This design comes from an exercise in tuning for small area on the open sky130 flow, not from production work.
Only simulation tests tie the RTL to the original design; equivalence was not proved.
Power is estimated from default activity; no workload was simulated. The clock port is modelled as an ideal driver; clocking choices that lean on that would not hold on a real chip.

==> flow/design.v <==
`default_nettype none
package rhd_pkg;
    typedef logic [16-1:0] sample_t;
    typedef logic [16-1:0] cmd_word_t;
    typedef logic [5:0] channel_t;    
    typedef logic [$clog2(2 * 4 * 32)-1:0] sample_index_t;
    typedef struct packed {
        sample_t b;    
        sample_t a;    
    } line_reply_t;
    typedef logic [4*2*16-1:0] frame_row_t;
    typedef struct packed {
        logic       en;
        channel_t   addr;
        frame_row_t row;
    } row_write_t;
    typedef enum logic [2:0] {
        READY,
        LOAD,
        TX,
        RX,
        STREAM
    } seq_state_t;
endpackage
`default_nettype wire
`timescale 1ns/1ns
`default_nettype none
module rhd_recorder (
    input  wire                        clk,
    input  wire                        rstn,
    input  wire                        record_start,
    input  wire [4-1:0]  miso,
    output logic                       busy,
    output logic                       done,
    output logic                       cs,
    output logic                       sclk,
    output logic                       mosi,
    output rhd_pkg::channel_t          channel,
    output logic                       sample_valid,
    output rhd_pkg::sample_index_t     sample_index,
    output rhd_pkg::sample_t           sample_data
);
    localparam int XFER  = 2 * 2 * 16 + 3 + 3;    
    localparam int RING  = XFER - 1;                                                    
    localparam int FIRST = 2;                                          
    localparam int LAST  = 2 + 32 - 1;                  
    logic       strm;      
    logic [6:0] u;         
    logic       act;       
    logic       xfer;      
    assign u    = sample_index[6:0];
    assign xfer = busy && !strm;
    assign act  = !strm && (channel <= 6'(LAST));    
    assign done = strm && !sample_valid && (sample_index == 8'd0);
    always_ff @(posedge clk) begin
        if (!rstn) begin
            busy         <= 1'b0;
            strm         <= 1'b0;
            channel      <= '0;
            sample_index <= '0;
            sample_valid <= 1'b0;
        end else begin
            sample_index <= sample_index + 1'b1;
            if (!busy) begin
                sample_index <= '0;
                if (record_start) begin
                    busy    <= 1'b1;
                    channel <= '0;
                end
            end else if (!strm) begin
                if (u == 7'(XFER - 1)) begin
                    sample_index <= '0;
                    if (channel == 6'(40 - 1)) begin
                        strm         <= 1'b1;
                        sample_index <= 8'd254;    
                    end else begin
                        channel <= channel + 1'b1;
                    end
                end
            end else begin
                if (sample_index == 8'd255) begin
                    sample_valid <= !sample_valid;
                end
                if (done) begin
                    busy <= 1'b0;
                    strm <= 1'b0;
                end
            end
        end
    end
    logic       in_word;
    logic [3:0] bit_pos;    
    logic       cmd_bit;
    logic       last_bit;   
    assign in_word = (u >= 7'd2) && (u <= 7'd65);
    assign bit_pos = 4'd15 - 4'((u - 7'd2) >> 2);
    assign cs      = !(xfer && in_word);
    assign sclk    = xfer && (u >= 7'd4) && (u <= 7'd65) && !u[1];
    always_comb begin
        if (channel < 6'(32)) begin
            cmd_bit = (bit_pos >= 4'd8 && bit_pos <= 4'd13) ? channel[bit_pos[2:0]] : (bit_pos == 4'd0);
        end else begin
            cmd_bit = (bit_pos >= 4'd8);
        end
        if (u >= 7'd66) begin
            last_bit = (channel < 6'(32));
        end else begin
            last_bit = (channel >= 6'd1) && (channel <= 6'(32));
        end
        mosi = xfer && (in_word ? cmd_bit : last_bit);
    end
    logic [16-1:0] ins_a, ins_b;
    logic [32-1:0] ch_ge;
    for (genvar i = 0; i < 16; i++) begin : g_ins
        assign ins_a[i] = act && (u == 7'(5 + 4 * i));
        assign ins_b[i] = act && (u == 7'(3 + 4 * i));
    end
    for (genvar k = 0; k < 32; k++) begin : g_ch
        assign ch_ge[k] = (channel >= 6'(FIRST + k));
    end
    logic [68:0] ring_0;
    always_ff @(posedge clk) begin
        ring_0 <= {ring_0[67:0], ring_0[68]};
        if (ins_a[15]) ring_0[26] <= miso[0];
        if (ins_b[15]) ring_0[61] <= miso[0];
        if (ins_a[15] && !ch_ge[5]) ring_0[31] <= miso[1];
    end
    logic [68:0] ring_1;
    always_ff @(posedge clk) begin
        ring_1 <= {ring_1[67:0], ring_1[68]};
        if (ins_a[15]) ring_1[31] <= miso[1];
        if (ins_b[15]) ring_1[66] <= miso[1];
        if (ins_a[15] && !ch_ge[10]) ring_1[36] <= miso[2];
    end
    logic [68:0] ring_2;
    always_ff @(posedge clk) begin
        ring_2 <= {ring_2[67:0], ring_2[68]};
        if (ins_a[15]) ring_2[36] <= miso[2];
        if (ins_b[15]) ring_2[2] <= miso[2];
        if (ins_a[15] && !ch_ge[15]) ring_2[41] <= miso[3];
    end
    logic [22:0] ring_3;
    always_ff @(posedge clk) begin
        ring_3 <= {ring_3[21:0], ring_3[22]};
        if (ins_a[15] && ch_ge[15]) ring_3[18] <= miso[3];
        if (ins_b[15] && !ch_ge[6]) ring_3[7] <= miso[3];
    end
    logic [22:0] ring_4;
    always_ff @(posedge clk) begin
        ring_4 <= {ring_4[21:0], ring_4[22]};
        if (ins_b[15] && !ch_ge[29]) ring_4[7] <= miso[3];
    end
    logic [2:0] ring_5;
    always_ff @(posedge clk) begin
        ring_5 <= {ring_5[1:0], ring_5[2]};
        if (ins_b[15]) ring_5[2] <= miso[3];
    end
    logic [68:0] ring_6;
    always_ff @(posedge clk) begin
        ring_6 <= {ring_6[67:0], ring_6[68]};
        if (ins_a[14]) ring_6[22] <= miso[0];
        if (ins_b[14]) ring_6[57] <= miso[0];
        if (ins_a[14] && !ch_ge[5]) ring_6[27] <= miso[1];
    end
    logic [68:0] ring_7;
    always_ff @(posedge clk) begin
        ring_7 <= {ring_7[67:0], ring_7[68]};
        if (ins_a[14]) ring_7[27] <= miso[1];
        if (ins_b[14]) ring_7[62] <= miso[1];
        if (ins_a[14] && !ch_ge[10]) ring_7[32] <= miso[2];
    end
    logic [68:0] ring_8;
    always_ff @(posedge clk) begin
        ring_8 <= {ring_8[67:0], ring_8[68]};
        if (ins_a[14]) ring_8[32] <= miso[2];
        if (ins_b[14]) ring_8[67] <= miso[2];
        if (ins_a[14] && !ch_ge[15]) ring_8[37] <= miso[3];
    end
    logic [22:0] ring_9;
    always_ff @(posedge clk) begin
        ring_9 <= {ring_9[21:0], ring_9[22]};
        if (ins_a[14] && ch_ge[15]) ring_9[14] <= miso[3];
        if (ins_b[14] && !ch_ge[6]) ring_9[3] <= miso[3];
    end
    logic [22:0] ring_10;
    always_ff @(posedge clk) begin
        ring_10 <= {ring_10[21:0], ring_10[22]};
        if (ins_b[14] && !ch_ge[29]) ring_10[3] <= miso[3];
    end
    logic [2:0] ring_11;
    always_ff @(posedge clk) begin
        ring_11 <= {ring_11[1:0], ring_11[2]};
        if (ins_b[14]) ring_11[1] <= miso[3];
    end
    logic [68:0] ring_12;
    always_ff @(posedge clk) begin
        ring_12 <= {ring_12[67:0], ring_12[68]};
        if (ins_a[13]) ring_12[18] <= miso[0];
        if (ins_b[13]) ring_12[53] <= miso[0];
        if (ins_a[13] && !ch_ge[5]) ring_12[23] <= miso[1];
    end
    logic [68:0] ring_13;
    always_ff @(posedge clk) begin
        ring_13 <= {ring_13[67:0], ring_13[68]};
        if (ins_a[13]) ring_13[23] <= miso[1];
        if (ins_b[13]) ring_13[58] <= miso[1];
        if (ins_a[13] && !ch_ge[10]) ring_13[28] <= miso[2];
    end
    logic [68:0] ring_14;
    always_ff @(posedge clk) begin
        ring_14 <= {ring_14[67:0], ring_14[68]};
        if (ins_a[13]) ring_14[28] <= miso[2];
        if (ins_b[13]) ring_14[63] <= miso[2];
        if (ins_a[13] && !ch_ge[15]) ring_14[33] <= miso[3];
    end
    logic [22:0] ring_15;
    always_ff @(posedge clk) begin
        ring_15 <= {ring_15[21:0], ring_15[22]};
        if (ins_a[13] && ch_ge[15]) ring_15[10] <= miso[3];
        if (ins_b[13] && !ch_ge[6]) ring_15[22] <= miso[3];
    end
    logic [22:0] ring_16;
    always_ff @(posedge clk) begin
        ring_16 <= {ring_16[21:0], ring_16[22]};
        if (ins_b[13] && !ch_ge[29]) ring_16[22] <= miso[3];
    end
    logic [2:0] ring_17;
    always_ff @(posedge clk) begin
        ring_17 <= {ring_17[1:0], ring_17[2]};
        if (ins_b[13]) ring_17[0] <= miso[3];
    end
    logic [68:0] ring_18;
    always_ff @(posedge clk) begin
        ring_18 <= {ring_18[67:0], ring_18[68]};
        if (ins_a[12]) ring_18[14] <= miso[0];
        if (ins_b[12]) ring_18[49] <= miso[0];
        if (ins_a[12] && !ch_ge[5]) ring_18[19] <= miso[1];
    end
    logic [68:0] ring_19;
    always_ff @(posedge clk) begin
        ring_19 <= {ring_19[67:0], ring_19[68]};
        if (ins_a[12]) ring_19[19] <= miso[1];
        if (ins_b[12]) ring_19[54] <= miso[1];
        if (ins_a[12] && !ch_ge[10]) ring_19[24] <= miso[2];
    end
    logic [68:0] ring_20;
    always_ff @(posedge clk) begin
        ring_20 <= {ring_20[67:0], ring_20[68]};
        if (ins_a[12]) ring_20[24] <= miso[2];
        if (ins_b[12]) ring_20[59] <= miso[2];
        if (ins_a[12] && !ch_ge[15]) ring_20[29] <= miso[3];
    end
    logic [22:0] ring_21;
    always_ff @(posedge clk) begin
        ring_21 <= {ring_21[21:0], ring_21[22]};
        if (ins_a[12] && ch_ge[15]) ring_21[6] <= miso[3];
        if (ins_b[12] && !ch_ge[6]) ring_21[18] <= miso[3];
    end
    logic [22:0] ring_22;
    always_ff @(posedge clk) begin
        ring_22 <= {ring_22[21:0], ring_22[22]};
        if (ins_b[12] && !ch_ge[29]) ring_22[18] <= miso[3];
    end
    logic [2:0] ring_23;
    always_ff @(posedge clk) begin
        ring_23 <= {ring_23[1:0], ring_23[2]};
        if (ins_b[12]) ring_23[2] <= miso[3];
    end
    logic [68:0] ring_24;
    always_ff @(posedge clk) begin
        ring_24 <= {ring_24[67:0], ring_24[68]};
        if (ins_a[11]) ring_24[10] <= miso[0];
        if (ins_b[11]) ring_24[45] <= miso[0];
        if (ins_a[11] && !ch_ge[5]) ring_24[15] <= miso[1];
    end
    logic [68:0] ring_25;
    always_ff @(posedge clk) begin
        ring_25 <= {ring_25[67:0], ring_25[68]};
        if (ins_a[11]) ring_25[15] <= miso[1];
        if (ins_b[11]) ring_25[50] <= miso[1];
        if (ins_a[11] && !ch_ge[10]) ring_25[20] <= miso[2];
    end
    logic [68:0] ring_26;
    always_ff @(posedge clk) begin
        ring_26 <= {ring_26[67:0], ring_26[68]};
        if (ins_a[11]) ring_26[20] <= miso[2];
        if (ins_b[11]) ring_26[55] <= miso[2];
        if (ins_a[11] && !ch_ge[15]) ring_26[25] <= miso[3];
    end
    logic [22:0] ring_27;
    always_ff @(posedge clk) begin
        ring_27 <= {ring_27[21:0], ring_27[22]};
        if (ins_a[11] && ch_ge[15]) ring_27[2] <= miso[3];
        if (ins_b[11] && !ch_ge[6]) ring_27[14] <= miso[3];
    end
    logic [22:0] ring_28;
    always_ff @(posedge clk) begin
        ring_28 <= {ring_28[21:0], ring_28[22]};
        if (ins_b[11] && !ch_ge[29]) ring_28[14] <= miso[3];
    end
    logic [2:0] ring_29;
    always_ff @(posedge clk) begin
        ring_29 <= {ring_29[1:0], ring_29[2]};
        if (ins_b[11]) ring_29[1] <= miso[3];
    end
    logic [68:0] ring_30;
    always_ff @(posedge clk) begin
        ring_30 <= {ring_30[67:0], ring_30[68]};
        if (ins_a[10]) ring_30[6] <= miso[0];
        if (ins_b[10]) ring_30[41] <= miso[0];
        if (ins_a[10] && !ch_ge[5]) ring_30[11] <= miso[1];
    end
    logic [68:0] ring_31;
    always_ff @(posedge clk) begin
        ring_31 <= {ring_31[67:0], ring_31[68]};
        if (ins_a[10]) ring_31[11] <= miso[1];
        if (ins_b[10]) ring_31[46] <= miso[1];
        if (ins_a[10] && !ch_ge[10]) ring_31[16] <= miso[2];
    end
    logic [68:0] ring_32;
    always_ff @(posedge clk) begin
        ring_32 <= {ring_32[67:0], ring_32[68]};
        if (ins_a[10]) ring_32[16] <= miso[2];
        if (ins_b[10]) ring_32[51] <= miso[2];
        if (ins_a[10] && !ch_ge[15]) ring_32[21] <= miso[3];
    end
    logic [22:0] ring_33;
    always_ff @(posedge clk) begin
        ring_33 <= {ring_33[21:0], ring_33[22]};
        if (ins_a[10] && ch_ge[15]) ring_33[21] <= miso[3];
        if (ins_b[10] && !ch_ge[6]) ring_33[10] <= miso[3];
    end
    logic [22:0] ring_34;
    always_ff @(posedge clk) begin
        ring_34 <= {ring_34[21:0], ring_34[22]};
        if (ins_b[10] && !ch_ge[29]) ring_34[10] <= miso[3];
    end
    logic [2:0] ring_35;
    always_ff @(posedge clk) begin
        ring_35 <= {ring_35[1:0], ring_35[2]};
        if (ins_b[10]) ring_35[0] <= miso[3];
    end
    logic [68:0] ring_36;
    always_ff @(posedge clk) begin
        ring_36 <= {ring_36[67:0], ring_36[68]};
        if (ins_a[9]) ring_36[2] <= miso[0];
        if (ins_b[9]) ring_36[37] <= miso[0];
        if (ins_a[9] && !ch_ge[5]) ring_36[7] <= miso[1];
    end
    logic [68:0] ring_37;
    always_ff @(posedge clk) begin
        ring_37 <= {ring_37[67:0], ring_37[68]};
        if (ins_a[9]) ring_37[7] <= miso[1];
        if (ins_b[9]) ring_37[42] <= miso[1];
        if (ins_a[9] && !ch_ge[10]) ring_37[12] <= miso[2];
    end
    logic [68:0] ring_38;
    always_ff @(posedge clk) begin
        ring_38 <= {ring_38[67:0], ring_38[68]};
        if (ins_a[9]) ring_38[12] <= miso[2];
        if (ins_b[9]) ring_38[47] <= miso[2];
        if (ins_a[9] && !ch_ge[15]) ring_38[17] <= miso[3];
    end
    logic [22:0] ring_39;
    always_ff @(posedge clk) begin
        ring_39 <= {ring_39[21:0], ring_39[22]};
        if (ins_a[9] && ch_ge[15]) ring_39[17] <= miso[3];
        if (ins_b[9] && !ch_ge[6]) ring_39[6] <= miso[3];
    end
    logic [22:0] ring_40;
    always_ff @(posedge clk) begin
        ring_40 <= {ring_40[21:0], ring_40[22]};
        if (ins_b[9] && !ch_ge[29]) ring_40[6] <= miso[3];
    end
    logic [2:0] ring_41;
    always_ff @(posedge clk) begin
        ring_41 <= {ring_41[1:0], ring_41[2]};
        if (ins_b[9]) ring_41[2] <= miso[3];
    end
    logic [68:0] ring_42;
    always_ff @(posedge clk) begin
        ring_42 <= {ring_42[67:0], ring_42[68]};
        if (ins_a[8]) ring_42[67] <= miso[0];
        if (ins_b[8]) ring_42[33] <= miso[0];
        if (ins_a[8] && !ch_ge[5]) ring_42[3] <= miso[1];
    end
    logic [68:0] ring_43;
    always_ff @(posedge clk) begin
        ring_43 <= {ring_43[67:0], ring_43[68]};
        if (ins_a[8]) ring_43[3] <= miso[1];
        if (ins_b[8]) ring_43[38] <= miso[1];
        if (ins_a[8] && !ch_ge[10]) ring_43[8] <= miso[2];
    end
    logic [68:0] ring_44;
    always_ff @(posedge clk) begin
        ring_44 <= {ring_44[67:0], ring_44[68]};
        if (ins_a[8]) ring_44[8] <= miso[2];
        if (ins_b[8]) ring_44[43] <= miso[2];
        if (ins_a[8] && !ch_ge[15]) ring_44[13] <= miso[3];
    end
    logic [22:0] ring_45;
    always_ff @(posedge clk) begin
        ring_45 <= {ring_45[21:0], ring_45[22]};
        if (ins_a[8] && ch_ge[15]) ring_45[13] <= miso[3];
        if (ins_b[8] && !ch_ge[6]) ring_45[2] <= miso[3];
    end
    logic [22:0] ring_46;
    always_ff @(posedge clk) begin
        ring_46 <= {ring_46[21:0], ring_46[22]};
        if (ins_b[8] && !ch_ge[29]) ring_46[2] <= miso[3];
    end
    logic [2:0] ring_47;
    always_ff @(posedge clk) begin
        ring_47 <= {ring_47[1:0], ring_47[2]};
        if (ins_b[8]) ring_47[1] <= miso[3];
    end
    logic [68:0] ring_48;
    always_ff @(posedge clk) begin
        ring_48 <= {ring_48[67:0], ring_48[68]};
        if (ins_a[7]) ring_48[63] <= miso[0];
        if (ins_b[7]) ring_48[29] <= miso[0];
        if (ins_a[7] && !ch_ge[5]) ring_48[68] <= miso[1];
    end
    logic [68:0] ring_49;
    always_ff @(posedge clk) begin
        ring_49 <= {ring_49[67:0], ring_49[68]};
        if (ins_a[7]) ring_49[68] <= miso[1];
        if (ins_b[7]) ring_49[34] <= miso[1];
        if (ins_a[7] && !ch_ge[10]) ring_49[4] <= miso[2];
    end
    logic [68:0] ring_50;
    always_ff @(posedge clk) begin
        ring_50 <= {ring_50[67:0], ring_50[68]};
        if (ins_a[7]) ring_50[4] <= miso[2];
        if (ins_b[7]) ring_50[39] <= miso[2];
        if (ins_a[7] && !ch_ge[15]) ring_50[9] <= miso[3];
    end
    logic [22:0] ring_51;
    always_ff @(posedge clk) begin
        ring_51 <= {ring_51[21:0], ring_51[22]};
        if (ins_a[7] && ch_ge[15]) ring_51[9] <= miso[3];
        if (ins_b[7] && !ch_ge[6]) ring_51[21] <= miso[3];
    end
    logic [22:0] ring_52;
    always_ff @(posedge clk) begin
        ring_52 <= {ring_52[21:0], ring_52[22]};
        if (ins_b[7] && !ch_ge[29]) ring_52[21] <= miso[3];
    end
    logic [2:0] ring_53;
    always_ff @(posedge clk) begin
        ring_53 <= {ring_53[1:0], ring_53[2]};
        if (ins_b[7]) ring_53[0] <= miso[3];
    end
    logic [68:0] ring_54;
    always_ff @(posedge clk) begin
        ring_54 <= {ring_54[67:0], ring_54[68]};
        if (ins_a[6]) ring_54[59] <= miso[0];
        if (ins_b[6]) ring_54[25] <= miso[0];
        if (ins_a[6] && !ch_ge[5]) ring_54[64] <= miso[1];
    end
    logic [68:0] ring_55;
    always_ff @(posedge clk) begin
        ring_55 <= {ring_55[67:0], ring_55[68]};
        if (ins_a[6]) ring_55[64] <= miso[1];
        if (ins_b[6]) ring_55[30] <= miso[1];
        if (ins_a[6] && !ch_ge[10]) ring_55[0] <= miso[2];
    end
    logic [68:0] ring_56;
    always_ff @(posedge clk) begin
        ring_56 <= {ring_56[67:0], ring_56[68]};
        if (ins_a[6]) ring_56[0] <= miso[2];
        if (ins_b[6]) ring_56[35] <= miso[2];
        if (ins_a[6] && !ch_ge[15]) ring_56[5] <= miso[3];
    end
    logic [22:0] ring_57;
    always_ff @(posedge clk) begin
        ring_57 <= {ring_57[21:0], ring_57[22]};
        if (ins_a[6] && ch_ge[15]) ring_57[5] <= miso[3];
        if (ins_b[6] && !ch_ge[6]) ring_57[17] <= miso[3];
    end
    logic [22:0] ring_58;
    always_ff @(posedge clk) begin
        ring_58 <= {ring_58[21:0], ring_58[22]};
        if (ins_b[6] && !ch_ge[29]) ring_58[17] <= miso[3];
    end
    logic [2:0] ring_59;
    always_ff @(posedge clk) begin
        ring_59 <= {ring_59[1:0], ring_59[2]};
        if (ins_b[6]) ring_59[2] <= miso[3];
    end
    logic [68:0] ring_60;
    always_ff @(posedge clk) begin
        ring_60 <= {ring_60[67:0], ring_60[68]};
        if (ins_a[5]) ring_60[55] <= miso[0];
        if (ins_b[5]) ring_60[21] <= miso[0];
        if (ins_a[5] && !ch_ge[5]) ring_60[60] <= miso[1];
    end
    logic [68:0] ring_61;
    always_ff @(posedge clk) begin
        ring_61 <= {ring_61[67:0], ring_61[68]};
        if (ins_a[5]) ring_61[60] <= miso[1];
        if (ins_b[5]) ring_61[26] <= miso[1];
        if (ins_a[5] && !ch_ge[10]) ring_61[65] <= miso[2];
    end
    logic [68:0] ring_62;
    always_ff @(posedge clk) begin
        ring_62 <= {ring_62[67:0], ring_62[68]};
        if (ins_a[5]) ring_62[65] <= miso[2];
        if (ins_b[5]) ring_62[31] <= miso[2];
        if (ins_a[5] && !ch_ge[15]) ring_62[1] <= miso[3];
    end
    logic [22:0] ring_63;
    always_ff @(posedge clk) begin
        ring_63 <= {ring_63[21:0], ring_63[22]};
        if (ins_a[5] && ch_ge[15]) ring_63[1] <= miso[3];
        if (ins_b[5] && !ch_ge[6]) ring_63[13] <= miso[3];
    end
    logic [22:0] ring_64;
    always_ff @(posedge clk) begin
        ring_64 <= {ring_64[21:0], ring_64[22]};
        if (ins_b[5] && !ch_ge[29]) ring_64[13] <= miso[3];
    end
    logic [2:0] ring_65;
    always_ff @(posedge clk) begin
        ring_65 <= {ring_65[1:0], ring_65[2]};
        if (ins_b[5]) ring_65[1] <= miso[3];
    end
    logic [68:0] ring_66;
    always_ff @(posedge clk) begin
        ring_66 <= {ring_66[67:0], ring_66[68]};
        if (ins_a[4]) ring_66[51] <= miso[0];
        if (ins_b[4]) ring_66[17] <= miso[0];
        if (ins_a[4] && !ch_ge[5]) ring_66[56] <= miso[1];
    end
    logic [68:0] ring_67;
    always_ff @(posedge clk) begin
        ring_67 <= {ring_67[67:0], ring_67[68]};
        if (ins_a[4]) ring_67[56] <= miso[1];
        if (ins_b[4]) ring_67[22] <= miso[1];
        if (ins_a[4] && !ch_ge[10]) ring_67[61] <= miso[2];
    end
    logic [68:0] ring_68;
    always_ff @(posedge clk) begin
        ring_68 <= {ring_68[67:0], ring_68[68]};
        if (ins_a[4]) ring_68[61] <= miso[2];
        if (ins_b[4]) ring_68[27] <= miso[2];
        if (ins_a[4] && !ch_ge[15]) ring_68[66] <= miso[3];
    end
    logic [22:0] ring_69;
    always_ff @(posedge clk) begin
        ring_69 <= {ring_69[21:0], ring_69[22]};
        if (ins_a[4] && ch_ge[15]) ring_69[20] <= miso[3];
        if (ins_b[4] && !ch_ge[6]) ring_69[9] <= miso[3];
    end
    logic [22:0] ring_70;
    always_ff @(posedge clk) begin
        ring_70 <= {ring_70[21:0], ring_70[22]};
        if (ins_b[4] && !ch_ge[29]) ring_70[9] <= miso[3];
    end
    logic [2:0] ring_71;
    always_ff @(posedge clk) begin
        ring_71 <= {ring_71[1:0], ring_71[2]};
        if (ins_b[4]) ring_71[0] <= miso[3];
    end
    logic [68:0] ring_72;
    always_ff @(posedge clk) begin
        ring_72 <= {ring_72[67:0], ring_72[68]};
        if (ins_a[3]) ring_72[47] <= miso[0];
        if (ins_b[3]) ring_72[13] <= miso[0];
        if (ins_a[3] && !ch_ge[5]) ring_72[52] <= miso[1];
    end
    logic [68:0] ring_73;
    always_ff @(posedge clk) begin
        ring_73 <= {ring_73[67:0], ring_73[68]};
        if (ins_a[3]) ring_73[52] <= miso[1];
        if (ins_b[3]) ring_73[18] <= miso[1];
        if (ins_a[3] && !ch_ge[10]) ring_73[57] <= miso[2];
    end
    logic [68:0] ring_74;
    always_ff @(posedge clk) begin
        ring_74 <= {ring_74[67:0], ring_74[68]};
        if (ins_a[3]) ring_74[57] <= miso[2];
        if (ins_b[3]) ring_74[23] <= miso[2];
        if (ins_a[3] && !ch_ge[15]) ring_74[62] <= miso[3];
    end
    logic [22:0] ring_75;
    always_ff @(posedge clk) begin
        ring_75 <= {ring_75[21:0], ring_75[22]};
        if (ins_a[3] && ch_ge[15]) ring_75[16] <= miso[3];
        if (ins_b[3] && !ch_ge[6]) ring_75[5] <= miso[3];
    end
    logic [22:0] ring_76;
    always_ff @(posedge clk) begin
        ring_76 <= {ring_76[21:0], ring_76[22]};
        if (ins_b[3] && !ch_ge[29]) ring_76[5] <= miso[3];
    end
    logic [2:0] ring_77;
    always_ff @(posedge clk) begin
        ring_77 <= {ring_77[1:0], ring_77[2]};
        if (ins_b[3]) ring_77[2] <= miso[3];
    end
    logic [68:0] ring_78;
    always_ff @(posedge clk) begin
        ring_78 <= {ring_78[67:0], ring_78[68]};
        if (ins_a[2]) ring_78[43] <= miso[0];
        if (ins_b[2]) ring_78[9] <= miso[0];
        if (ins_a[2] && !ch_ge[5]) ring_78[48] <= miso[1];
    end
    logic [68:0] ring_79;
    always_ff @(posedge clk) begin
        ring_79 <= {ring_79[67:0], ring_79[68]};
        if (ins_a[2]) ring_79[48] <= miso[1];
        if (ins_b[2]) ring_79[14] <= miso[1];
        if (ins_a[2] && !ch_ge[10]) ring_79[53] <= miso[2];
    end
    logic [68:0] ring_80;
    always_ff @(posedge clk) begin
        ring_80 <= {ring_80[67:0], ring_80[68]};
        if (ins_a[2]) ring_80[53] <= miso[2];
        if (ins_b[2]) ring_80[19] <= miso[2];
        if (ins_a[2] && !ch_ge[15]) ring_80[58] <= miso[3];
    end
    logic [22:0] ring_81;
    always_ff @(posedge clk) begin
        ring_81 <= {ring_81[21:0], ring_81[22]};
        if (ins_a[2] && ch_ge[15]) ring_81[12] <= miso[3];
        if (ins_b[2] && !ch_ge[6]) ring_81[1] <= miso[3];
    end
    logic [22:0] ring_82;
    always_ff @(posedge clk) begin
        ring_82 <= {ring_82[21:0], ring_82[22]};
        if (ins_b[2] && !ch_ge[29]) ring_82[1] <= miso[3];
    end
    logic [2:0] ring_83;
    always_ff @(posedge clk) begin
        ring_83 <= {ring_83[1:0], ring_83[2]};
        if (ins_b[2]) ring_83[1] <= miso[3];
    end
    logic [68:0] ring_84;
    always_ff @(posedge clk) begin
        ring_84 <= {ring_84[67:0], ring_84[68]};
        if (ins_a[1]) ring_84[39] <= miso[0];
        if (ins_b[1]) ring_84[5] <= miso[0];
        if (ins_a[1] && !ch_ge[5]) ring_84[44] <= miso[1];
    end
    logic [68:0] ring_85;
    always_ff @(posedge clk) begin
        ring_85 <= {ring_85[67:0], ring_85[68]};
        if (ins_a[1]) ring_85[44] <= miso[1];
        if (ins_b[1]) ring_85[10] <= miso[1];
        if (ins_a[1] && !ch_ge[10]) ring_85[49] <= miso[2];
    end
    logic [68:0] ring_86;
    always_ff @(posedge clk) begin
        ring_86 <= {ring_86[67:0], ring_86[68]};
        if (ins_a[1]) ring_86[49] <= miso[2];
        if (ins_b[1]) ring_86[15] <= miso[2];
        if (ins_a[1] && !ch_ge[15]) ring_86[54] <= miso[3];
    end
    logic [22:0] ring_87;
    always_ff @(posedge clk) begin
        ring_87 <= {ring_87[21:0], ring_87[22]};
        if (ins_a[1] && ch_ge[15]) ring_87[8] <= miso[3];
        if (ins_b[1] && !ch_ge[6]) ring_87[20] <= miso[3];
    end
    logic [22:0] ring_88;
    always_ff @(posedge clk) begin
        ring_88 <= {ring_88[21:0], ring_88[22]};
        if (ins_b[1] && !ch_ge[29]) ring_88[20] <= miso[3];
    end
    logic [2:0] ring_89;
    always_ff @(posedge clk) begin
        ring_89 <= {ring_89[1:0], ring_89[2]};
        if (ins_b[1]) ring_89[0] <= miso[3];
    end
    logic [68:0] ring_90;
    always_ff @(posedge clk) begin
        ring_90 <= {ring_90[67:0], ring_90[68]};
        if (ins_a[0]) ring_90[35] <= miso[0];
        if (ins_b[0]) ring_90[1] <= miso[0];
        if (ins_a[0] && !ch_ge[5]) ring_90[40] <= miso[1];
    end
    logic [68:0] ring_91;
    always_ff @(posedge clk) begin
        ring_91 <= {ring_91[67:0], ring_91[68]};
        if (ins_a[0]) ring_91[40] <= miso[1];
        if (ins_b[0]) ring_91[6] <= miso[1];
        if (ins_a[0] && !ch_ge[10]) ring_91[45] <= miso[2];
    end
    logic [68:0] ring_92;
    always_ff @(posedge clk) begin
        ring_92 <= {ring_92[67:0], ring_92[68]};
        if (ins_a[0]) ring_92[45] <= miso[2];
        if (ins_b[0]) ring_92[11] <= miso[2];
        if (ins_a[0] && !ch_ge[15]) ring_92[50] <= miso[3];
    end
    logic [22:0] ring_93;
    always_ff @(posedge clk) begin
        ring_93 <= {ring_93[21:0], ring_93[22]};
        if (ins_a[0] && ch_ge[15]) ring_93[4] <= miso[3];
        if (ins_b[0] && !ch_ge[6]) ring_93[16] <= miso[3];
    end
    logic [22:0] ring_94;
    always_ff @(posedge clk) begin
        ring_94 <= {ring_94[21:0], ring_94[22]};
        if (ins_b[0] && !ch_ge[29]) ring_94[16] <= miso[3];
    end
    logic [2:0] ring_95;
    always_ff @(posedge clk) begin
        ring_95 <= {ring_95[1:0], ring_95[2]};
        if (ins_b[0]) ring_95[2] <= miso[3];
    end
    wire seg_0_68 = (sample_index <= 8'd68);
    wire seg_69_137 = (sample_index >= 8'd69) && (sample_index <= 8'd137);
    wire seg_138_206 = (sample_index >= 8'd138) && (sample_index <= 8'd206);
    wire seg_207_229 = (sample_index >= 8'd207) && (sample_index <= 8'd229);
    wire seg_230_252 = (sample_index >= 8'd230) && (sample_index <= 8'd252);
    wire seg_253_255 = (sample_index >= 8'd253);
    always_comb begin
        sample_data[0] = (seg_0_68 && ring_0[0]) || (seg_69_137 && ring_1[0]) || (seg_138_206 && ring_2[0]) || (seg_207_229 && ring_3[0]) || (seg_230_252 && ring_4[0]) || (seg_253_255 && ring_5[1]);
        sample_data[1] = (seg_0_68 && ring_6[0]) || (seg_69_137 && ring_7[0]) || (seg_138_206 && ring_8[0]) || (seg_207_229 && ring_9[0]) || (seg_230_252 && ring_10[0]) || (seg_253_255 && ring_11[1]);
        sample_data[2] = (seg_0_68 && ring_12[0]) || (seg_69_137 && ring_13[0]) || (seg_138_206 && ring_14[0]) || (seg_207_229 && ring_15[0]) || (seg_230_252 && ring_16[0]) || (seg_253_255 && ring_17[1]);
        sample_data[3] = (seg_0_68 && ring_18[0]) || (seg_69_137 && ring_19[0]) || (seg_138_206 && ring_20[0]) || (seg_207_229 && ring_21[0]) || (seg_230_252 && ring_22[0]) || (seg_253_255 && ring_23[1]);
        sample_data[4] = (seg_0_68 && ring_24[0]) || (seg_69_137 && ring_25[0]) || (seg_138_206 && ring_26[0]) || (seg_207_229 && ring_27[0]) || (seg_230_252 && ring_28[0]) || (seg_253_255 && ring_29[1]);
        sample_data[5] = (seg_0_68 && ring_30[0]) || (seg_69_137 && ring_31[0]) || (seg_138_206 && ring_32[0]) || (seg_207_229 && ring_33[0]) || (seg_230_252 && ring_34[0]) || (seg_253_255 && ring_35[1]);
        sample_data[6] = (seg_0_68 && ring_36[0]) || (seg_69_137 && ring_37[0]) || (seg_138_206 && ring_38[0]) || (seg_207_229 && ring_39[0]) || (seg_230_252 && ring_40[0]) || (seg_253_255 && ring_41[1]);
        sample_data[7] = (seg_0_68 && ring_42[0]) || (seg_69_137 && ring_43[0]) || (seg_138_206 && ring_44[0]) || (seg_207_229 && ring_45[0]) || (seg_230_252 && ring_46[0]) || (seg_253_255 && ring_47[1]);
        sample_data[8] = (seg_0_68 && ring_48[0]) || (seg_69_137 && ring_49[0]) || (seg_138_206 && ring_50[0]) || (seg_207_229 && ring_51[0]) || (seg_230_252 && ring_52[0]) || (seg_253_255 && ring_53[1]);
        sample_data[9] = (seg_0_68 && ring_54[0]) || (seg_69_137 && ring_55[0]) || (seg_138_206 && ring_56[0]) || (seg_207_229 && ring_57[0]) || (seg_230_252 && ring_58[0]) || (seg_253_255 && ring_59[1]);
        sample_data[10] = (seg_0_68 && ring_60[0]) || (seg_69_137 && ring_61[0]) || (seg_138_206 && ring_62[0]) || (seg_207_229 && ring_63[0]) || (seg_230_252 && ring_64[0]) || (seg_253_255 && ring_65[1]);
        sample_data[11] = (seg_0_68 && ring_66[0]) || (seg_69_137 && ring_67[0]) || (seg_138_206 && ring_68[0]) || (seg_207_229 && ring_69[0]) || (seg_230_252 && ring_70[0]) || (seg_253_255 && ring_71[1]);
        sample_data[12] = (seg_0_68 && ring_72[0]) || (seg_69_137 && ring_73[0]) || (seg_138_206 && ring_74[0]) || (seg_207_229 && ring_75[0]) || (seg_230_252 && ring_76[0]) || (seg_253_255 && ring_77[1]);
        sample_data[13] = (seg_0_68 && ring_78[0]) || (seg_69_137 && ring_79[0]) || (seg_138_206 && ring_80[0]) || (seg_207_229 && ring_81[0]) || (seg_230_252 && ring_82[0]) || (seg_253_255 && ring_83[1]);
        sample_data[14] = (seg_0_68 && ring_84[0]) || (seg_69_137 && ring_85[0]) || (seg_138_206 && ring_86[0]) || (seg_207_229 && ring_87[0]) || (seg_230_252 && ring_88[0]) || (seg_253_255 && ring_89[1]);
        sample_data[15] = (seg_0_68 && ring_90[0]) || (seg_69_137 && ring_91[0]) || (seg_138_206 && ring_92[0]) || (seg_207_229 && ring_93[0]) || (seg_230_252 && ring_94[0]) || (seg_253_255 && ring_95[1]);
    end
endmodule
`default_nettype wire
==> flow/flow/run.sh <==
#!/bin/bash
# Standard layout with three changes:
#  - synthesis maps logic with an area-only ABC script (flow/abc_area_map.script);
#    everything else in synthesis is the standard script, so the registers are
#    the standard synthesis's;
#  - no dummy loads in the clock tree, larger leaf clusters;
#  - the smallest buffer on the ports.
set -euo pipefail
cd "$(dirname "$0")/.."
rm -rf synth_scripts
cp -r "$FLOW_HOME/scripts" synth_scripts
cp flow/abc_area_map.script synth_scripts/abc_speed.script
bash standard.sh "SCRIPTS_DIR=$PWD/synth_scripts" synth > flow_synth.log 2>&1
bash standard.sh \
  "CTS_ARGS=-sink_clustering_enable -repair_clock_nets -sink_clustering_size 36 -sink_clustering_max_diameter 90 -buf_list sky130_fd_sc_hd__clkbuf_16 -dont_use_dummy_load" \
  "BUFFER_PORTS_ARGS=-buffer_cell sky130_fd_sc_hd__buf_1" \
  finish > flow_make.log 2>&1
==> flow/flow/abc_area_map.script <==
strash
dch
map -a
topo
==> flow/standard.sh <==
#!/bin/bash
# synth_recipe.tcl (not shown) runs the flow's synth.tcl, then flattens the netlist and writes it again
# the make line also repeats each setting of config.mk as NAME=value (left out here)
make -C /OpenROAD-flow-scripts/flow DESIGN_CONFIG=/design/flow/config.mk WORK_HOME=/design/flow/orfs CLKGATE_MAP_FILE= SYNTH_SCRIPT=/design/flow/synth_recipe.tcl "${@:-finish}"
==> flow/config.mk <==
export PLATFORM = sky130hd
export DESIGN_NAME = rhd_recorder
export DESIGN_NICKNAME = rhd_recorder
export VERILOG_FILES = /design/flow/design.v
export SDC_FILE = /design/flow/constraint.sdc
export NUM_CORES = 4
export LEC_CHECK = 0
export CAP_MARGIN = 20
export CORE_MARGIN = 2
export CORE_UTILIZATION = 55
export CTS_BUF_LIST = sky130_fd_sc_hd__clkbuf_16
export CTS_CLUSTER_DIAMETER = 70
export CTS_CLUSTER_SIZE = 32
export PLACE_DENSITY = 0.65
export SLEW_MARGIN = 20
==> flow/constraint.sdc <==
create_clock -name core_clock -period 10.0 [get_ports {clk}]
set_input_delay 2.0000 -clock core_clock [delete_from_list [all_inputs] [get_ports {clk}]]
set_output_delay 2.0000 -clock core_clock [all_outputs]
set_load 0.01 [all_outputs]
==> results.txt, run 1 <==
- Final hold viol count: 0
- Along the worst path, the maximum fanout reaches 12.
* Maximum clock frequency: 165.8 MHz
* Last element of the critical path: sample_data[3]
- Most frequent cells in the layout: sky130_fd_sc_hd__dfxtp_1 (4113), sky130_fd_sc_hd__a21oi_1 (206), sky130_fd_sc_hd__nor2_1 (160)
- Number of maximum-capacitance violations: 0
- STA puts the critical path data arrival time at about 4.0 ns.
- Area added between synthesis and finish: 7.310%
* Number of sinks on the clock net: between 4k and 5k
* Final Max Tran Viols: 0
- Leakage power summed over all cells: 36.50 nW
- The worst hold path was traced through 0 stages.
* Setup total negative slack: 0 ns
* Post-route DRC: 0
- Once the clock tree was built, the resizer swapped 0 gates to a different size.
- Unrepaired setup endpoints after global routing: false
- Worst setup path start: sample_index[3]
* Worst r2r path cells: 10
- The worst-case IR drop observed on VDD is 0.2049 mV.
- Remaining antenna violation count after routing: 0
* Longest Clk Path Bufs: 3
- Slowest stage cell on the critical path: sky130_fd_sc_hd__dfxtp_1
- The first global-routing pass estimated 170.4 mm of wire.
- Number of nets in the layout: 5179
- The number of nets in the synthesized netlist is about 5k.
- Hold is met by between 0.2 and 0.3 ns.
- The setup path with the least slack is of type flop to output port.
* Skew-Pair Late Insertion Delay: about 0.80 ns
* Top-area cell type share of the netlist area: 0.9527
- Delay of the slowest cell on the worst path: 0.61 ns
- For the pin with the worst max-slew slack, the measured transition is 1.028 ns.
- The endpoint identified for the worst register-to-register timing path is ring_36[7].
- Cell Area, Synth: 0.08642 sq mm
- Hold buffers post-CTS: 0
- In the finished design, the share of the clock period the worst path needs comes to 0.6030.
* Capturing element type of the critical path: output port
- Buffer count from post-CTS setup fixing: 0
* CP bufs+invs: 4
- Gp weighted congestion: between 0.8 and 0.9
- Summing internal, switching and leakage power gives roughly 0.023 W.
* Critical path, cell by cell: clkinv_1 > nor2_1 > clkinv_1 > nor2_1 > o211ai_1 > buf_4 > o22ai_1 > a21oi_1 > nand2_1 > buf_1
* Die ar.: between 0.15 and 0.2 sq mm
- Global Route Usage Sum: 0.1364
- In this design, the largest share of critical-path delay is due to buffers and inverters.
* Count of state elements after synthesis: 4113
- Total Routed Length: around 110 mm
* Clock slew at reported path FFs: roughly 0.12 ns
* Count of standard-cell rows: roughly 150
- Outcome: timing/DRC/antenna clean
- Clock buffers created by TritonCTS: between 100 and 150
* Detail-routed via count per cell: 4.319
- The first TritonRoute pass finished after 12 iterations.
- Of the cells placed in the final design, the portion with a size suffix greater than 1 is 0.03432.
* H-tree Lvls: 4
* Worst slew margin: 0.3150
- RR Startpoint: channel[5]
- Of all cell types, the one taking the most synthesized area is sky130_fd_sc_hd__dfxtp_1.
* Cell depth of the worst setup path: 10
- For this run, the number of Yosys warnings is 1.
* Ranking of synthesized cells by area: sky130_fd_sc_hd__dfxtp_1 (95%), sky130_fd_sc_hd__a21oi_1 (1.2%), sky130_fd_sc_hd__nor2_1 (0.73%), sky130_fd_sc_hd__a31oi_1 (0.61%), sky130_fd_sc_hd__clkinv_1 (0.57%)
- STA classifies the critical path startpoint as a flop.
* Die extent in x: 400.4 microns
* Crit path time final: 6.030 ns
* PortBufs: 42
* CTS tree: built
- Setup violations remaining at the end of the flow were counted as 0.
- For this run, the share of the core covered by cells in the final layout is 0.5937.
- CTS Root Cell: sky130_fd_sc_hd__clkbuf_16
- Top-level I/O count: 43
* Avg Synthesized Cell Area: 17.44 sq um
* Initial standard-cell utilization of the core: 0.5533
* Share of synthesized area occupied by flip-flops and latches: 0.9527
- The number of antenna violations at the first check in global routing was 1.
* Gr ovfl total: 0
- At the worst endpoint, the required time is about 8 ns.
* Setup slack of the most critical reg-to-reg path: 6.41 ns
- Final HPWL from detailed placement: 61.24 mm
- Via count of the routed design: slightly above 30k
- Filler instances: 11.47k
- Across the routed clock network, the largest skew measured is 0.04368 ns.
* Post-synthesis cell count: 4956
- Number of DRC violations after detailed-routing iteration 0: 2276
* Wire length per cell: 15.22 microns
* Type of the worst min-delay path: flop to flop
* Number of unique standard cell types used by synthesis: 27
- Leaving out fill and tap cells, the most frequent cell in the layout is sky130_fd_sc_hd__dfxtp_1.
- Pin count of the biggest net entering global routing: 64
- For this design the ratio of total power to cell area is around 250 mW/mm^2.
* Area of the placeable core: 0.1562 sq mm
- Die span in y: 400.4 microns
- The number of global-route vias before repair came to about 30k.
-- per-layer routing --
metal  up-vias  wire length, microns  track usage
li1      15840                     -            -
met1     14660                 60430       0.2157
met2       443                 42350       0.1859
met3       222                  4174      0.02891
met4         0                  2897      0.04359
met5         -                     0            0
-- synth_stat cells (all sizes together) --
master,instances
clkinv,131
a2111oi,1
nor3,19
a32o,1
a211oi,1
a31oi,84
o21a,1
o2111ai,1
nor4,5
a21oi,206
dfxtp,4113
nor2,168
o22ai,32
ha,13
nand4,4
o21ai,54
a22oi,5
o211ai,4
xnor2,1
o31ai,2
nand2,85
o41ai,2
a221oi,2
xor2,5
a311oi,2
a21boi,1
nand3,13
-- stage by stage --
stage / setup slack (ns) / area [sq um] / std cells
after CTS: 4.061 / 92720 / 7214
after global routing: 3.788 / 92740 / 7215
after global placement: 5.149 / 89390 / 7081
after floorplan: 4.938 / 86420 / 4956
after detailed placement: 4.941 / 89390 / 7081
final: 3.970 / 92740 / 7217
-- worst register-to-register path, delay by kind of cell, from the launching register on --
kind                   cells  cell delay [ns]
AOI/OAI and AO/OA          3             0.54
and+or+nand+nor            5             1.88
buffers and inverters      2             0.58
DFF                        1             0.51
-- layout make-up --
| cell class | instances | area (sq um) | area share |
|---|---|---|---|
| multi-input combinational | 712 | 3647 | 0.03933 |
| clock buffer | 133 | 3328 | 0.03589 |
| sequential | 4113 | 82340 | 0.8878 |
| timing repair buffer | 68 | 352.8 | 0.003805 |
| inverter | 131 | 494.2 | 0.005329 |
| tap | 2058 | 2575 | 0.02777 |
| antenna | 2 | 5.005 | 0.00005397 |
-- power breakdown --
part	leakage [nW]	total, W	internal [W]	switching [W]
sequential	33.4	0.0164	0.0164	0.00000252
clock	1.64	0.00669	0.00243	0.00426
combinational	1.44	0.0000404	0.00000555	0.0000349
total	36.5	0.0231	0.0188	0.00430
-- worst min path at each step --
| stage | startpoint | end |
|---|---|---|
| 2_1_floorplan | ring_0[68] | ring_0[0] |
| 3_3_place_gp | ring_67[6] | ring_67[7] |
| 3_5_place_dp | ring_0[63] | ring_0[64] |
| 4_1_cts | ring_74[39] | ring_74[40] |
| 5_1_grt | ring_74[34] | ring_74[35] |
| 6_report | ring_74[34] | ring_74[35] |
-- cell families after synthesis --
group | count (synthesis) | share of synthesized area
and+or+nand+nor | 294 | 0.01349
adders and majority gates | 13 | 0.001882
xor gates and xnor gates | 6 | 0.0006080
DFF | 4113 | 0.9527
AOI/OAI and AO/OA | 399 | 0.02560
buffers and inverters | 131 | 0.005690
==> inputs of run 2 (changes only) <==
==> flow/flow/abc_area_map.script (replaced) <==
strash
dc2
dch -f
map -a
topo
==> results.txt, run 2 <==
- The flow ran to the end and the layout has no timing, DRC or antenna violations.
* Number of nets in the layout: 5146 (-0.64%)
- Most frequently used cell type in the post-synthesis netlist: sky130_fd_sc_hd__dfxtp_1
- The die extent in x is 400.0 microns (about the same).
- Clock buffers created by TritonCTS: 133 (unchanged)
- Switching part of the total: 0.1856 (-0.0003047)
* Count of state elements after synthesis: 4113 (unchanged)
* Top fanout value on the critical path: 16 (+4)
* CTS Root Cell: sky130_fd_sc_hd__clkbuf_16
* Top-area cell type share of the netlist area: 0.9546 (+0.001880)
* Gr ovfl total: 0 (unchanged)
* Warnings, synthesis: 1 (unchanged)
* Most frequent standard cell in the layout excluding fill and tap cells: sky130_fd_sc_hd__dfxtp_1
- The highest clock frequency the design can meet was 151.6 MHz (-8.6%).
- Initial standard-cell utilization of the core: 0.5528 (about the same)
* Skew-Pair Late Insertion Delay: 0.80 ns (about the same)
- Post-synth top area cell: sky130_fd_sc_hd__dfxtp_1
- Area added between synthesis and finish: 7.279% (about the same)
* CTS tree: built
- The final standard cell area without fillers came to 0.09253 sq mm (-0.23%).
* Measured slew at the worst slew-check pin: 1.095 ns (+0.06743 ns)
* Via count of the routed design: 30.84k (-1.1%)
- The number of DRC markers in iteration 0 came to 1847 (-19%).
- Worst setup skew after layout: 0.06177 ns (+0.01809 ns)
* Synth async-reset ratio: 0 (unchanged)
- The area used by sequential logic in the layout was 0.08234 sq mm (unchanged).
* Share of synthesized area occupied by flip-flops and latches: 0.9546 (+0.001880)
* H-tree Lvls: 4 (unchanged)
* Data arrival, critical path: 4.60 ns (+0.57 ns)
- Worst Setup Path Type: flop to output port
- Post-synthesis cell count: 4928 (-0.56%)
* Clk pwr share: 0.289 (about the same)
* Final HPWL from detailed placement: 60.99 mm (-0.41%)
- Longest Clk Path Bufs: 3 (unchanged)
* Final Max Tran Viols: 0 (unchanged)
* Setup total negative slack: 0 ns (unchanged)
- Area of the placeable core: 0.1560 sq mm (-0.12%)
* Fraction of final layout cells with drive strength greater than 1: 0.03220 (-0.002121)
- The die outline height was 400.0 microns (about the same).
- The DRC violation count after routing came to 0 (unchanged).
- The global placement routability congestion came to 0.7773 (-9.9%).
* Relative contribution of combinational cells to total power: 0.002 (about the same)
- The number of port buffers was 42 (unchanged).
* Pin count of the biggest net entering global routing: 37 (-42%)
* Power density over the cells: 249.7 mW/mm^2 (+0.20%)
- Global-route wire length before repair: 167.4 mm (-1.7%)
- The count of endpoints failing setup in the final report was 0 (unchanged).
- The number of maximum-capacitance constraint violations was 0 (unchanged).
- Worst slew margin: 0.2655 (-0.04947)
* Internal power component: 0.01882 W (about the same)
- The post-CTS setup buffer count came to 0 (unchanged).
* Leading register cell type out of synthesis: sky130_fd_sc_hd__dfxtp_1
- Unrepaired setup endpoints after global routing: false
- The data required time at the worst endpoint was 8.00 ns (about the same).
- By count the netlist is led by sky130_fd_sc_hd__dfxtp_1 (4113), sky130_fd_sc_hd__nand2_1 (177), sky130_fd_sc_hd__o21ai_0 (140).
* Final hold viol count: 0 (unchanged)
- Top-level I/O count: 43 (unchanged)
- The final clock period utilization by the worst path came to 0.6598 (+0.05683).
* Leakage power summed over all cells: 36.63 nW (+0.38%)
- The cell area after synthesis is 0.08625 sq mm (-0.20%).
* Length of the first detailed-routing pass in iterations: 5 (-7)
- Most frequent cells in the layout: sky130_fd_sc_hd__dfxtp_1 (4113), sky130_fd_sc_hd__nand2_1 (177), sky130_fd_sc_hd__o21ai_0 (139)
- Via count of the first global-routing pass: 29.37k (-1.3%)
- Non-filler instance count after layout: 7186 (-0.43%)
- Net count of the mapped netlist: 4948 (-0.56%)
- Ranking of synthesized cells by area: sky130_fd_sc_hd__dfxtp_1 (95%), sky130_fd_sc_hd__o21ai_0 (0.81%), sky130_fd_sc_hd__nand2_1 (0.77%), sky130_fd_sc_hd__a21oi_1 (0.66%), sky130_fd_sc_hd__nor2_1 (0.60%)
- The fill cell instance count of the final layout came to 11.57k (+0.94%).
- Global Route Usage Sum: 0.1368 (+0.0004252)
* Capturing element type of the critical path: output port
- IR Drop Worst-Case VDD: 0.1966 mV (-4.1%)
- The number of cells in the design after placement is 7048 (-0.47%).
- The post-place instance area is 0.08916 sq mm (-0.25%).
- Psw: 0.004290 W (-0.19%)
* Avg Synthesized Cell Area: 17.50 sq um (+0.37%)
* Clock slew at reported path FFs: 0.12 ns (about the same)
* Crit path time final: 6.598 ns (+0.5682 ns)
- The min-delay analysis places its worst path in the category flop to flop.
- The post-cts hold buffer count is 0 (unchanged).
* Detail-routed via count per cell: 4.291 (-0.64%)
- The number of antenna violations at the first check in global routing came to 9 (+8).
* Multi-input logic area: 0.003568 sq mm (-2.2%)
- Die ar.: 0.1600 sq mm (-0.19%)
* Wire length per cell: 15.23 microns (about the same)
- The row count came to 145 (unchanged).
- The number of unique standard cell types used by synthesis is 25 (-7.4%).
* Number of sinks on the clock net: 4113 (unchanged)
- Remaining antenna violation count after routing: 0 (unchanged)
- The post-cts resize count was 0 (unchanged).
* Total Routed Length: 109.4 mm (-0.39%)
- Nature of the critical path startpoint: flop
- The count of flip-flops with a built-in enable after synthesis came to 0 (unchanged).
* Sequential cell fraction of total power: 0.709 (about the same)
run 2: logic make-up after synthesis:
group | count (synthesis) | synth area share
compound gates | 349 | 0.02261
xor+xnor | 6 | 0.0006092
fa+ha+maj | 13 | 0.001886
buf+inv | 95 | 0.004134
flops | 4113 | 0.9546
simple gates | 352 | 0.01615
run 2: power groups by stage:
stage | sequential (W) | clock, W | combinational (W)
4_1_cts | 0.0164 | 0.00688 | 0.0000450
3_5_place_dp | 0.0168 | 0 | 0.0000448
3_3_place_gp | 0.0168 | 0 | 0.0000443
6_report | 0.0164 | 0.00668 | 0.0000439
2_1_floorplan | 0.0168 | 0 | 0.0000139
5_1_grt | 0.0164 | 0.00740 | 0.0000465
run 2: layout make-up:
type / count / area share
sequential: 4113 / 0.8898
timing repair buffer: 63 / 0.003840
multi-input combinational: 720 / 0.03856
inverter: 95 / 0.003854
tap: 2058 / 0.02783
clock buffer: 133 / 0.03597
antenna: 4 / 0.0001082
run 2: critical path: stages, from the launching register on:
cell and delay (ns):
sky130_fd_sc_hd__dfxtp_1 0.45, sky130_fd_sc_hd__clkinv_1 0.22, sky130_fd_sc_hd__nor2_1 0.32, sky130_fd_sc_hd__clkinv_1 0.16
sky130_fd_sc_hd__nor2_1 0.13, sky130_fd_sc_hd__clkinv_1 0.11, sky130_fd_sc_hd__nor2_1 0.14, sky130_fd_sc_hd__clkinv_1 0.13
sky130_fd_sc_hd__o21a_1 0.19, sky130_fd_sc_hd__nand2_1 0.06, sky130_fd_sc_hd__clkinv_1 0.84, sky130_fd_sc_hd__a22oi_1 0.43
sky130_fd_sc_hd__o2111ai_1 0.39, sky130_fd_sc_hd__buf_1 0.24
run 2: metrics by stage:
stage	setup slack, ns	power, W	utilization	hold slack (ns)
after global placement	4.426	0.01680	0.5713	0.3095
after detailed placement	4.282	0.01680	0.5715	0.3121
after global routing	3.115	0.02384	0.5930	0.2664
after floorplan	5.460	0.01677	-	0.3096
final	3.402	0.02311	0.5931	0.2593
after CTS	3.377	0.02331	0.5928	0.2680
run 2: path summary, 6_finish.rpt:
path | from | endpoint | slack (ns) | depth (start not counted)
hold reg to reg | ring_9[3] | ring_9[4] | 0.26 | 0
setup / recovery | sample_index[4] | sample_data[3] | 3.40 | 13
setup reg to reg | channel[5] | ring_45[2] | 6.57 | 15
hold / removal | ring_9[3] | ring_9[4] | 0.26 | 0
run 2: per-layer routing:
| layer | global-route usage | share of wire | wire length (microns) | up-vias |
|---|---|---|---|---|
| met5 | 0 | 0 | 0 | - |
| met4 | 0.03899 | 0.022 | 2416 | 0 |
| met3 | 0.02576 | 0.036 | 3927 | 163 |
| met2 | 0.1916 | 0.39 | 42940 | 369 |
| met1 | 0.2159 | 0.55 | 60140 | 14600 |
| li1 | - | - | - | 15710 |
==> inputs of run 3 (changes only) <==
--- a/flow/config.mk
+++ b/flow/config.mk
@@ -9,3 +9,3 @@
 export CORE_MARGIN = 2
-export CORE_UTILIZATION = 55
+export CORE_UTILIZATION = 65
 export CTS_BUF_LIST = sky130_fd_sc_hd__clkbuf_16
@@ -13,3 +13,3 @@
 export CTS_CLUSTER_SIZE = 32
-export PLACE_DENSITY = 0.65
+export PLACE_DENSITY = 0.75
 export SLEW_MARGIN = 20
==> results.txt, run 3 <==
- Total Routed Length: 117.9 mm (+7.7%)
* Setup total negative slack: 0 ns (unchanged)
- The average size of a mapped cell is 17.50 sq um (unchanged).
* Worst setup path start: sample_index[4]
- Hold buffers post-CTS: 0 (unchanged)
- The number of port buffers is 42 (unchanged).
* Synth async-reset ratio: 0 (unchanged)
* Worst r2r path cells: 15 (unchanged)
* Most frequent cells in the layout: sky130_fd_sc_hd__dfxtp_1 (4113), sky130_fd_sc_hd__nand2_1 (177), sky130_fd_sc_hd__o21ai_0 (139)
- The DRC violation count after routing was 0 (unchanged).
- CTS tree: built
- Ranking of synthesized cells by area: sky130_fd_sc_hd__dfxtp_1 (95%), sky130_fd_sc_hd__o21ai_0 (0.81%), sky130_fd_sc_hd__nand2_1 (0.77%), sky130_fd_sc_hd__a21oi_1 (0.66%), sky130_fd_sc_hd__nor2_1 (0.60%)
* CP bufs+invs: 6 (unchanged)
- Dpl ws: 4.460 ns (+0.1775 ns)
- Gr ovfl total: 0 (unchanged)
- The net count after synthesis was 4948 (unchanged).
* Global Route Usage Sum: 0.1764 (+0.03957)
- Final Max Tran Viols: 0 (unchanged)
- In this run the worst setup path terminates at sample_data[3].
* Fraction of final layout cells with drive strength greater than 1: 0.03163 (-0.0005670)
- Capturing element type of the critical path: output port
* Top-area cell type share of the netlist area: 0.9546 (unchanged)
- Buffer count from post-CTS setup fixing: 0 (unchanged)
- The row count came to 133 (-8.3%).
- Area of the placeable core: 0.1316 sq mm (-16%)
- The flip-flop and latch count after synthesis was 4113 (unchanged).
- Walking the worst path, the cells encountered are clkinv_1 > nor2_1 > clkinv_1 > nor2_1 > clkinv_1 > nor2_1 > clkinv_1 > o21a_1 > nand2_1 > clkinv_1 > a22oi_1 > o2111ai_1 > buf_1.
- The detailed-router iteration count before antenna repair is 7 (+2).
- Post-synthesis cell count: 4928 (unchanged)
- Most frequently used cell type in the post-synthesis netlist: sky130_fd_sc_hd__dfxtp_1
- The maximum number of buffers from clock root to sink is 3 (unchanged).
* Cell Count Post-Placement: 6743 (-4.3%)
- The highest clock frequency the design can meet came to 152.3 MHz (+0.50%).
* Share of the clock period used by the worst path after layout: 0.6565 (-0.003301)
* Final hold viol count: 0 (unchanged)
- Pin count of the biggest net entering global routing: 37 (unchanged)
* Worst setup skew after layout: 0.06735 ns (+0.005581 ns)
* Leading register cell type out of synthesis: sky130_fd_sc_hd__dfxtp_1
* Share of synthesized area occupied by flip-flops and latches: 0.9546 (unchanged)
- Minimum setup slack in the final design: 3.435 ns (+0.03301 ns)
- Number of failing setup endpoints in the final timing report: 0 (unchanged)
* Worst slew margin: 0.2654 (about the same)
- The total vias in the final route came to 31.32k (+1.6%).
- Type of the worst min-delay path: flop to flop
* Outcome: timing/DRC/antenna clean
* Global-route wire length before repair: 181.9 mm (+8.7%)
* Die ar.: 0.1356 sq mm (-15%)
* Cell Area, Synth: 0.08625 sq mm (unchanged)
- Nature of the critical path startpoint: flop
* H-tree Lvls: 4 (unchanged)
- Number of DRC violations after detailed-routing iteration 0: 2088 (+13%)
- Die span in y: 368.3 microns (-7.9%)
- The arrival time reported for the critical path endpoint was 4.57 ns (-0.03 ns).
- The static leakage is 36.60 nW (about the same).
* Clock slew at reported path FFs: 0.12 ns (about the same)
* Wire length per cell: 17.14 microns (+13%)
- Number of maximum-capacitance violations: 0 (unchanged)
* Top-level I/O count: 43 (unchanged)
- The CTS buffer count came to 133 (unchanged).
- Number of nets in the layout: 5143 (-0.058%)
- The die extent in x was 368.3 microns (-7.9%).
- The number of antenna violations at the first check in global routing was 3 (-6).
- Setup repair after global routing left no endpoint under its margin.
- The HPWL reported at the end of detailed placement came to 64.41 mm (+5.6%).
- The slew of the pin with the lowest slew margin is 1.100 ns (+0.005342 ns).
* Most frequent standard cell in the layout excluding fill and tap cells: sky130_fd_sc_hd__dfxtp_1
- By startpoint and endpoint, the worst setup path is classified as flop to output port.
* CTS Root Cell: sky130_fd_sc_hd__clkbuf_16
* Detail-routed via count per cell: 4.553 (+6.1%)
- The logic depth of the worst setup path including buffers is 13 (unchanged).
- The post-detailed-route count of antenna-violating nets is 0 (unchanged).
- Delay of the slowest cell on the worst path: 0.75 ns (-0.09 ns)
- The post-cts resize count came to 0 (unchanged).
- The largest fanout on the critical path came to 16 (unchanged).
* RR Startpoint: channel[5]
- Compared with the post-synthesis result, the final layout area differs by 6.764%.
- The cell family contributing the most delay on the critical path is buffers and inverters.
- The final critical path time including I/O delays and setup was 6.565 ns (-0.03301 ns).
- Filler instances: 7870 (-32%)
* Reg2Reg Capture Point: ring_48[68]
* Non-filler instance count after layout: 6878 (-4.3%)
- Warnings, synthesis: 1 (unchanged)
- The data required time at the worst endpoint is 8.00 ns (about the same).
- The number of unique standard cell types used by synthesis came to 25 (unchanged).
- Among all stages on the critical path, the largest delay is contributed by sky130_fd_sc_hd__clkinv_1.
* Power density over the cells: 251.2 mW/mm^2 (+0.59%)
- Cell with the most instances on the worst path: sky130_fd_sc_hd__clkinv_1
- Number of sinks on the clock net: 4113 (unchanged)
- The biggest area contributor in the post-synthesis netlist is sky130_fd_sc_hd__dfxtp_1.
* Post-synth EDFFs: 0 (unchanged)
- After synthesis, the most frequently instantiated cells are sky130_fd_sc_hd__dfxtp_1 (4113), sky130_fd_sc_hd__nand2_1 (177), sky130_fd_sc_hd__o21ai_0 (140).
- The number of global-route vias before repair is 31.67k (+7.8%).
- Gp weighted congestion: 0.8226 (+5.8%)
- Setup slack of the most critical reg-to-reg path: 6.31 ns (-0.26 ns)
- Skew-Pair Late Insertion Delay: 0.79 ns (about the same)
- The worst-case vdd ir drop was 0.1796 mV (-8.6%).
* Initial standard-cell utilization of the core: 0.6553 (+0.1025)
## run 3: worst min path at each step
stage	slack (ns)	cells past startpoint	to	start
after global placement	0.31	0	ring_2[22]	ring_2[21]
after detailed placement	0.31	0	ring_13[22]	ring_13[21]
after global routing	0.25	0	ring_26[43]	ring_26[42]
after CTS	0.25	0	ring_26[43]	ring_26[42]
final	0.25	0	ring_26[39]	ring_26[38]
after floorplan	0.31	0	ring_0[0]	ring_0[68]
## run 3: power breakdown
part | switching (W) | internal (W) | leakage [nW] | total [W]
clock | 0.00427 | 0.00243 | 1.64 | 0.00670
sequential | 0.00000299 | 0.0164 | 33.4 | 0.0164
combinational | 0.0000362 | 0.00000652 | 1.55 | 0.0000427
total | 0.00431 | 0.0188 | 36.6 | 0.0231
## run 3: area by class of cell
cell class	count	area, sq um	share of cell area
repair buffers	60	292.8	0.003179
flip-flops and latches	4113	82340	0.8941
multi-input cells	720	3571	0.03878
clock buffers	133	3328	0.03614
diodes	2	5.005	0.00005435
well taps	1755	2196	0.02385
inverters	95	356.6	0.003872
## run 3: layer usage
metal  up-vias  share of wire  GRT usage
met2       512           0.43     0.2670
met5         -              0          0
li1      15700              -          -
met3       213          0.041    0.03365
met4         0          0.029    0.06130
met1     14890           0.50     0.2574
## run 3: cell families after synthesis
logic type                 after synthesis  share of synthesized area
and+or+nand+nor                        352                    0.01615
AOI/OAI and AO/OA                      349                    0.02261
DFF                                   4113                     0.9546
xor gates and xnor gates                 6                  0.0006092
adders and majority gates               13                   0.001886
buffers and inverters                   95                   0.004134
## run 3: per-stage QoR
step	cell area [sq um]	power (W)	util	hold slack, ns
after detailed placement	88750	0.01680	0.6742	0.3121
after floorplan	86250	0.01677	-	0.3096
after global routing	92090	0.02383	0.6996	0.2510
after CTS	92080	0.02329	0.6995	0.2547
after global placement	88750	0.01680	0.6742	0.3095
final	92090	0.02313	0.6996	0.2532
## run 3: worst reg2reg max path, stage by stage (launching register included)
cell and delay [ns]:
sky130_fd_sc_hd__dfxtp_1 0.52, sky130_fd_sc_hd__clkinv_1 0.21, sky130_fd_sc_hd__nor3_1 0.23, sky130_fd_sc_hd__nand2_1 0.08, sky130_fd_sc_hd__clkinv_1 0.07, sky130_fd_sc_hd__a21oi_1 0.06, sky130_fd_sc_hd__o21ai_0 0.10, sky130_fd_sc_hd__nand2_1 0.13
sky130_fd_sc_hd__clkinv_1 0.08, sky130_fd_sc_hd__nand2_1 0.12, sky130_fd_sc_hd__nor3_1 0.20, sky130_fd_sc_hd__clkinv_1 0.34, sky130_fd_sc_hd__nor2_1 0.72, sky130_fd_sc_hd__clkinv_1 0.29, sky130_fd_sc_hd__o21ai_0 0.24, sky130_fd_sc_hd__o21ai_0 0.15

re-timing with driven ports:
Ports are ideal in the flow. The routed layouts listed here were re-timed in OpenROAD.
Step 1 sets driving cells, clkbuf_16 on the clock port and buf_2 on the other inputs (assumed; they add their load-dependent delay and slew).
Step 2, shift: input delay + t, output delay - t, t = (earliest + latest rising clock arrival at the registers) / 2. This alone moves slack from input paths to output paths.
a / b / c = ideal / step 1 / step 2; a / b = the first two.
run	shift t [ns]	slack for setup (ns)	hold slack, ns	cell pins on the clock port's net
run 1	0.851	3.970 / 3.894 / 4.745	0.281 / 0.281 / 0.281	1
run 2	0.837	3.402 / 3.329 / 4.166	0.259 / 0.259 / 0.259	1
run 3	0.839	3.435 / 3.359 / 4.198	0.253 / 0.253 / 0.253	1
After both steps setup and hold are still met in every run listed.
